Source: an optimization exercise on an open RTL-to-GDS flow (aim: small area and a short achievable clock period). Production flows keep margins and buffers that such runs may drop.
In this exercise RTL edits were held to simulation tests only and were not proved equivalent to the original.
No activity file was given, so power comes from the tool's default toggle rates.

==> flow/design.v <==
`timescale 1ns/1ps
`default_nettype none
module smc_top (
    input  wire         i_clk,
    input  wire         i_reset,
    input  wire         i_in_valid,
    input  wire  [1:0]  i_mode,
    input  wire  [17:0] i_w,
    input  wire  [17:0] i_vgs,
    input  wire  [17:0] i_vds,
    output logic        o_out_valid,
    output logic [7:0]  o_out_n
);
    function automatic [9:0] radd(input [9:0] a, input [9:0] b, input ci);
        logic c;
        c = ci;
        for (int i = 0; i < 10; i++) begin
            radd[i] = a[i] ^ b[i] ^ c;
            c       = (a[i] & b[i]) | (c & (a[i] ^ b[i]));
        end
    endfunction
    function automatic [19:0] csa(input [9:0] a, input [9:0] b, input [9:0] c);
        logic [9:0] s, k;
        s = a ^ b ^ c;
        k = (a & b) | (c & (a ^ b));
        csa = {k[8:0], 1'b0, s};
    endfunction
    function automatic ge(input [7:0] a, input [7:0] b);
        logic g;
        g = 1'b1;
        for (int i = 0; i < 8; i++) g = b[i] ? (a[i] & g) : (a[i] | g);
        ge = g;
    endfunction
    function automatic [7:0] div3(input [7:0] x);
        logic r1, r0, n1, n0;
        r1 = 1'b0; r0 = 1'b0;
        for (int i = 7; i >= 0; i--) begin
            div3[i] = r1 | (r0 & x[i]);
            n1 = x[i] ? r1 : r0;
            n0 = x[i] ? ~(r1 | r0) : r1;
            r1 = n1; r0 = n0;
        end
    endfunction
    localparam logic [63:0] F0 = 64'h2aea0afa02fe0000;
    localparam logic [63:0] F1 = 64'h2a000a0002000000;
    localparam logic [63:0] F2 = 64'hc4080e02fc000000;
    localparam logic [63:0] F3 = 64'h0af20cfc00000000;
    localparam logic [63:0] F4 = 64'h0cfcf00000000000;
    localparam logic [63:0] F5 = 64'hf000000000000000;
    localparam logic [63:0] M0 = 64'h2aea0afa02fe0000;
    localparam logic [63:0] M1 = 64'hcc0c0cfcfc000000;
    localparam logic [63:0] M2 = 64'hf0f0f00000000000;
    logic [7:0] x [6];
    logic       v0, v1, v2;
    logic [1:0] md0, md1, md2;
    logic [17:0] w0, vgs0, vds0;
    always_ff @(posedge i_clk) begin
        v0   <= i_in_valid & ~i_reset;
        md0  <= i_mode;
        w0   <= i_w;
        vgs0 <= i_vgs;
        vds0 <= i_vds;
    end
    for (genvar d = 0; d < 6; d++) begin : g_dev
        wire [2:0] w   = w0[3*d +: 3];
        wire [2:0] vgs = vgs0[3*d +: 3];
        wire [2:0] vds = vds0[3*d +: 3];
        logic [5:0] f;
        logic [2:0] m;
        wire [5:0] idx = {vgs, vds};
        assign f = {F5[idx], F4[idx], F3[idx], F2[idx], F1[idx], F0[idx]};
        assign m = {M2[idx], M1[idx], M0[idx]};
        wire [5:0] g = md0[0] ? f : {2'b0, m, 1'b0};
        assign x[d] = w * g;
    end
    logic ahead [6][6];
    always_comb begin
        for (int i = 0; i < 6; i++) begin
            ahead[i][i] = 1'b0;
            for (int j = i + 1; j < 6; j++) begin
                ahead[i][j] = ge(x[i], x[j]) ^ ~md0[1];
                ahead[j][i] = ~ahead[i][j];
            end
        end
    end
    logic [5:0] pos [3];
    for (genvar d = 0; d < 6; d++) begin : g_rank
        logic any1, atl2, atl3;
        always_comb begin
            any1 = 1'b0; atl2 = 1'b0; atl3 = 1'b0;
            for (int j = 0; j < 6; j++) begin
                for (int k = j + 1; k < 6; k++) begin
                    atl2 = atl2 | (ahead[j][d] & ahead[k][d]);
                    for (int l = k + 1; l < 6; l++)
                        atl3 = atl3 | (ahead[j][d] & ahead[k][d] & ahead[l][d]);
                end
                any1 = any1 | ahead[j][d];
            end
        end
        assign pos[0][d] = ~any1;
        assign pos[1][d] = any1 & ~atl2;
        assign pos[2][d] = atl2 & ~atl3;
    end
    logic [7:0] rc [3];
    logic [7:0] r [3];
    logic [7:0] bq [3];
    always_comb begin
        for (int k = 0; k < 3; k++) begin
            rc[k] = '0;
            for (int d = 0; d < 6; d++) rc[k] = rc[k] | (pos[k][d] ? x[d] : 8'd0);
        end
    end
    always_ff @(posedge i_clk) begin
        v1  <= v0 & ~i_reset;
        md1 <= md0;
        for (int k = 0; k < 3; k++) r[k] <= rc[k];
    end
    always_comb begin
        for (int k = 0; k < 3; k++) bq[k] = div3(r[k]);
    end
    wire [19:0] s1  = csa({2'b0, bq[0]}, {2'b0, bq[1]}, {2'b0, bq[2]});
    wire [9:0]  sum = radd(s1[9:0], s1[19:10], 1'b0);
    wire [7:0]  hi = md1[1] ? bq[0] : bq[2];
    wire [7:0]  lo = md1[1] ? bq[2] : bq[0];
    wire [19:0] s2 = csa({sum[7:0], 2'b00}, {2'b0, lo}, ~{2'b0, hi});
    wire [9:0]  t4 = radd(s2[9:0], s2[19:10], 1'b1);
    wire [7:0]  y  = md1[0] ? t4[9:2] : sum[7:0];
    logic [7:0] y2;
    always_ff @(posedge i_clk) begin
        v2 <= v1 & ~i_reset;
        y2 <= y;
    end
    always_ff @(posedge i_clk) begin
        o_out_valid <= v2 & ~i_reset;
        o_out_n     <= div3(y2);
    end
endmodule
`default_nettype wire
Settings: LEC_CHECK=0, CAP_MARGIN=20, CORE_MARGIN=2, CORE_UTILIZATION=40, SLEW_MARGIN=20, SYNTH_MEMORY_MAX_BITS=100000; clock period 25.0 ns.
run.sh (not shown) runs the stock make flow with config.mk's settings and CLKGATE_MAP_FILE= SYNTH_SCRIPT=/design/flow/synth_recipe.tcl, a recipe that flattens the netlist after the stock synthesis.
Edit:
--- a/flow/design.v
+++ b/flow/design.v
@@ -38,43 +38,33 @@
             div3[i] = r1 | (r0 & x[i]);
             n1 = x[i] ? r1 : r0;
             n0 = x[i] ? ~(r1 | r0) : r1;
             r1 = n1; r0 = n0;
         end
     endfunction
-    localparam logic [63:0] F0 = 64'h2aea0afa02fe0000;
-    localparam logic [63:0] F1 = 64'h2a000a0002000000;
-    localparam logic [63:0] F2 = 64'hc4080e02fc000000;
-    localparam logic [63:0] F3 = 64'h0af20cfc00000000;
-    localparam logic [63:0] F4 = 64'h0cfcf00000000000;
-    localparam logic [63:0] F5 = 64'hf000000000000000;
-    localparam logic [63:0] M0 = 64'h2aea0afa02fe0000;
-    localparam logic [63:0] M1 = 64'hcc0c0cfcfc000000;
-    localparam logic [63:0] M2 = 64'hf0f0f00000000000;
+    localparam logic [127:0] G0 = 128'h2aea0afa02fe00000000000000000000;
+    localparam logic [127:0] G1 = 128'h2a000a00020000002aea0afa02fe0000;
+    localparam logic [127:0] G2 = 128'hc4080e02fc000000cc0c0cfcfc000000;
+    localparam logic [127:0] G3 = 128'h0af20cfc00000000f0f0f00000000000;
+    localparam logic [127:0] G4 = 128'h0cfcf000000000000000000000000000;
+    localparam logic [127:0] G5 = 128'hf0000000000000000000000000000000;
     logic [7:0] x [6];
     logic       v0, v1, v2;
     logic [1:0] md0, md1, md2;
-    logic [17:0] w0, vgs0, vds0;
+    logic [17:0] w0;
+    logic [5:0]  g0 [6];
     always_ff @(posedge i_clk) begin
         v0   <= i_in_valid & ~i_reset;
         md0  <= i_mode;
         w0   <= i_w;
-        vgs0 <= i_vgs;
-        vds0 <= i_vds;
     end
     for (genvar d = 0; d < 6; d++) begin : g_dev
-        wire [2:0] w   = w0[3*d +: 3];
-        wire [2:0] vgs = vgs0[3*d +: 3];
-        wire [2:0] vds = vds0[3*d +: 3];
-        logic [5:0] f;
-        logic [2:0] m;
-        wire [5:0] idx = {vgs, vds};
-        assign f = {F5[idx], F4[idx], F3[idx], F2[idx], F1[idx], F0[idx]};
-        assign m = {M2[idx], M1[idx], M0[idx]};
-        wire [5:0] g = md0[0] ? f : {2'b0, m, 1'b0};
-        assign x[d] = w * g;
+        wire [6:0] idx = {i_mode[0], i_vgs[3*d +: 3], i_vds[3*d +: 3]};
+        always_ff @(posedge i_clk)
+            g0[d] <= {G5[idx], G4[idx], G3[idx], G2[idx], G1[idx], G0[idx]};
+        assign x[d] = w0[3*d +: 3] * g0[d];
     end
     logic ahead [6][6];
     always_comb begin
         for (int i = 0; i < 6; i++) begin
             ahead[i][i] = 1'b0;
             for (int j = i + 1; j < 6; j++) begin
Result: Critical path depth is unchanged; sequential cell count is unchanged; synthesized area went down by 4.6%; worst hold slack got worse by 0.056 ns; clock-buffer cell count falls by 2; utilization is about the same; register-to-register slack is better by 0.62 ns; global-route usage goes down by 1.2 points.

---

smc_top, a different RTL version from the one above (not shown whole).
Size: about 1600 cells after synthesis, about 100 flip-flops, about 68 I/O pins, about 13000 sq um of cells after synthesis.
==> module smc_top, before the edit <==
module smc_top (
    input  wire         i_clk,
    input  wire         i_reset,
    input  wire         i_in_valid,
    input  wire  [1:0]  i_mode,
    input  wire  [17:0] i_w,
    input  wire  [17:0] i_vgs,
    input  wire  [17:0] i_vds,
    output logic        o_out_valid,
    output logic [7:0]  o_out_n
);
    function automatic [9:0] radd(input [9:0] a, input [9:0] b, input ci);
        logic c;
        c = ci;
        for (int i = 0; i < 10; i++) begin
            radd[i] = a[i] ^ b[i] ^ c;
            c       = (a[i] & b[i]) | (c & (a[i] ^ b[i]));
        end
    endfunction
    function automatic [9:0] cadd(input [9:0] a, input [9:0] b, input ci);
        logic [9:0] lo, h0, h1;
        lo = radd({5'b0, a[4:0]}, {5'b0, b[4:0]}, ci);
        h0 = radd({5'b0, a[9:5]}, {5'b0, b[9:5]}, 1'b0);
        h1 = radd({5'b0, a[9:5]}, {5'b0, b[9:5]}, 1'b1);
        cadd = {lo[5] ? h1[4:0] : h0[4:0], lo[4:0]};
    endfunction
    function automatic [19:0] csa(input [9:0] a, input [9:0] b, input [9:0] c);
        logic [9:0] s, k;
        s = a ^ b ^ c;
        k = (a & b) | (c & (a ^ b));
        csa = {k[8:0], 1'b0, s};
    endfunction
    function automatic ge(input [7:0] a, input [7:0] b);
        logic g;
        g = 1'b1;
        for (int i = 0; i < 8; i++) g = b[i] ? (a[i] & g) : (a[i] | g);
        ge = g;
    endfunction
    function automatic [7:0] div3(input [7:0] x);
        localparam logic [15:0] Q0 = 16'h0e38, Q1 = 16'h0fc0;
        localparam logic [15:0] R0 = 16'h0492, R1 = 16'h0924;
        logic [1:0] r;
        logic [3:0] i;
        r = 2'd0;
        for (int k = 3; k >= 0; k--) begin
            i = {r, x[2*k +: 2]};
            div3[2*k +: 2] = {Q1[i], Q0[i]};
            r = {R1[i], R0[i]};
        end
    endfunction
    localparam logic [127:0] G0 = 128'h2aea0afa02fe00000000000000000000;
    localparam logic [127:0] G1 = 128'h2a000a00020000002aea0afa02fe0000;
    localparam logic [127:0] G2 = 128'hc4080e02fc000000cc0c0cfcfc000000;
    localparam logic [127:0] G3 = 128'h0af20cfc00000000f0f0f00000000000;
    localparam logic [127:0] G4 = 128'h0cfcf000000000000000000000000000;
    localparam logic [127:0] G5 = 128'hf0000000000000000000000000000000;
    logic [7:0] x [6];
    logic       v0, v1, v2;
    logic [1:0] md0, md1, md2;
    logic [17:0] w0;
    logic [5:0]  g0 [6];
    always_ff @(posedge i_clk) begin
        v0   <= i_in_valid & ~i_reset;
        md0  <= i_mode;
        w0   <= i_w;
    end
    for (genvar d = 0; d < 6; d++) begin : g_dev
        wire [6:0] idx = {i_mode[0], i_vgs[3*d +: 3], i_vds[3*d +: 3]};
        always_ff @(posedge i_clk)
            g0[d] <= {G5[idx], G4[idx], G3[idx], G2[idx], G1[idx], G0[idx]};
        assign x[d] = w0[3*d +: 3] * g0[d];
    end
    logic ahead [6][6];
    always_comb begin
        for (int i = 0; i < 6; i++) begin
            ahead[i][i] = 1'b0;
            for (int j = i + 1; j < 6; j++) begin
                ahead[i][j] = ge(x[i], x[j]) ^ ~md0[1];
                ahead[j][i] = ~ahead[i][j];
            end
        end
    end
    logic [5:0] pos [3];
    for (genvar d = 0; d < 6; d++) begin : g_rank
        logic any1, atl2, atl3;
        always_comb begin
            any1 = 1'b0; atl2 = 1'b0; atl3 = 1'b0;
            for (int j = 0; j < 6; j++) begin
                for (int k = j + 1; k < 6; k++) begin
                    atl2 = atl2 | (ahead[j][d] & ahead[k][d]);
                    for (int l = k + 1; l < 6; l++)
                        atl3 = atl3 | (ahead[j][d] & ahead[k][d] & ahead[l][d]);
                end
                any1 = any1 | ahead[j][d];
            end
        end
        assign pos[0][d] = ~any1;
        assign pos[1][d] = any1 & ~atl2;
        assign pos[2][d] = atl2 & ~atl3;
    end
    logic [7:0] rc [3];
    logic [7:0] r [3];
    logic [7:0] bq [3];
    always_comb begin
        for (int k = 0; k < 3; k++) begin
            rc[k] = '0;
            for (int d = 0; d < 6; d++) rc[k] = rc[k] | (pos[k][d] ? x[d] : 8'd0);
        end
    end
    always_ff @(posedge i_clk) begin
        v1  <= v0 & ~i_reset;
        md1 <= md0;
        for (int k = 0; k < 3; k++) r[k] <= rc[k];
    end
    always_comb begin
        for (int k = 0; k < 3; k++) bq[k] = div3(r[k]);
    end
    wire [19:0] s1  = csa({2'b0, bq[0]}, {2'b0, bq[1]}, {2'b0, bq[2]});
    wire [9:0]  sum = radd(s1[9:0], s1[19:10], 1'b0);
    wire [7:0]  hi = md1[1] ? bq[0] : bq[2];
    wire [7:0]  lo = md1[1] ? bq[2] : bq[0];
    wire [19:0] s2 = csa({s1[7:0], 2'b00}, {s1[17:10], 2'b00}, {2'b0, lo});
    wire [19:0] s3 = csa(s2[9:0], s2[19:10], ~{2'b0, hi});
    wire [9:0]  t4 = cadd(s3[9:0], s3[19:10], 1'b1);
    wire [7:0]  y  = md1[0] ? t4[9:2] : sum[7:0];
    logic [7:0] y2;
    always_ff @(posedge i_clk) begin
        v2 <= v1 & ~i_reset;
        y2 <= y;
    end
    always_ff @(posedge i_clk) begin
        o_out_valid <= v2 & ~i_reset;
        o_out_n     <= div3(y2);
    end
endmodule
==> flow/config.mk <==
export PLATFORM = sky130hd
export DESIGN_NAME = smc_top
export DESIGN_NICKNAME = smc_top
export VERILOG_FILES = /design/flow/design.v
export SDC_FILE = /design/flow/constraint.sdc
export NUM_CORES = 4
export LEC_CHECK = 0
export CAP_MARGIN = 20
export CORE_MARGIN = 2
export CORE_UTILIZATION = 40
export CTS_BUF_LIST = sky130_fd_sc_hd__clkbuf_4 sky130_fd_sc_hd__clkbuf_8
export SLEW_MARGIN = 20
export SYNTH_MEMORY_MAX_BITS = 100000
==> flow/constraint.sdc <==
create_clock -name core_clock -period 25.0 [get_ports {i_clk}]
set_input_delay 5.0000 -clock core_clock [delete_from_list [all_inputs] [get_ports {i_clk}]]
set_output_delay 5.0000 -clock core_clock [all_outputs]
set_load 0.01 [all_outputs]
standard.sh (not shown) runs the stock make flow with config.mk's settings and CLKGATE_MAP_FILE= SYNTH_SCRIPT=/design/flow/synth_recipe.tcl, a recipe that flattens the netlist after the stock synthesis.
==> flow/flow/run.sh <==
#!/bin/bash
# Standard layout, with the port buffers made from the smallest buffer cell.
export BUFFER_PORTS_ARGS="-buffer_cell sky130_fd_sc_hd__buf_1"
bash standard.sh > standard.log 2>&1
Change:
--- a/flow/design.v
+++ b/flow/design.v
@@ -39,15 +39,13 @@
         ge = g;
     endfunction
     function automatic [7:0] div3(input [7:0] x);
-        localparam logic [15:0] Q0 = 16'h0e38, Q1 = 16'h0fc0;
-        localparam logic [15:0] R0 = 16'h0492, R1 = 16'h0924;
-        logic [1:0] r;
-        logic [3:0] i;
-        r = 2'd0;
-        for (int k = 3; k >= 0; k--) begin
-            i = {r, x[2*k +: 2]};
-            div3[2*k +: 2] = {Q1[i], Q0[i]};
-            r = {R1[i], R0[i]};
+        logic r1, r0, n1, n0;
+        r1 = 1'b0; r0 = 1'b0;
+        for (int i = 7; i >= 0; i--) begin
+            div3[i] = r1 | (r0 & x[i]);
+            n1 = x[i] ? r1 : r0;
+            n0 = x[i] ? ~(r1 | r0) : r1;
+            r1 = n1; r0 = n0;
         end
     endfunction
     localparam logic [127:0] G0 = 128'h2aea0afa02fe00000000000000000000;
After rerunning: Die area increases by 1.1%. Area after synthesis came out higher by 1.1%. Total power goes up by 7.9%. Maximum frequency is higher by 5.3%. Worst hold slack is better by 0.055 ns. Clock power climbs by 20%. Worst setup slack gets better by 0.34 ns. Synthesized cell count grows by 2.0%. Sequential cell count stays the same. Register-to-register slack gains 0.34 ns. Utilization is lower by 0.22 points. Via count is higher by 4.9%.

==> static timing again, ports no longer ideal <==
No port has a modelled driver above. Below, the same layouts with a new extraction and two added sets of constraints. Step 1 assumes that a clkbuf_16 drives the clock port and a buf_2 every other input. Step 2, shift: input delay + t, output delay - t, t = (earliest + latest rising clock arrival at the registers) / 2. This alone moves slack from input paths to output paths. Three values: no drivers, after step 1, after step 2; two values: the first two.
run	shift t [ns]	setup slack, ns	worst hold slack (ns)	clock arrival spread, ns	worst data-port slew with drivers (ns)
the first run of note 1	0.431	17.906 / 17.906 / 17.906	0.442 / 0.442 / 0.442	0.021 / 0.020	0.04
the second run of note 1	0.411	18.531 / 18.531 / 18.176	0.386 / 0.386 / 0.386	0.011 / 0.012	0.04
the first run of note 2	0.472	18.364 / 18.364 / 18.364	0.337 / 0.337 / 0.337	0.024 / 0.025	0.04
the second run of note 2	0.473	18.701 / 18.701 / 18.414	0.391 / 0.391 / 0.391	0.022 / 0.022	0.03
After both steps setup and hold are still met in every run listed. The setup slack of the second run of note 1, which loses most, moves by 0.000 ns with the drivers and by -0.355 ns with both steps.
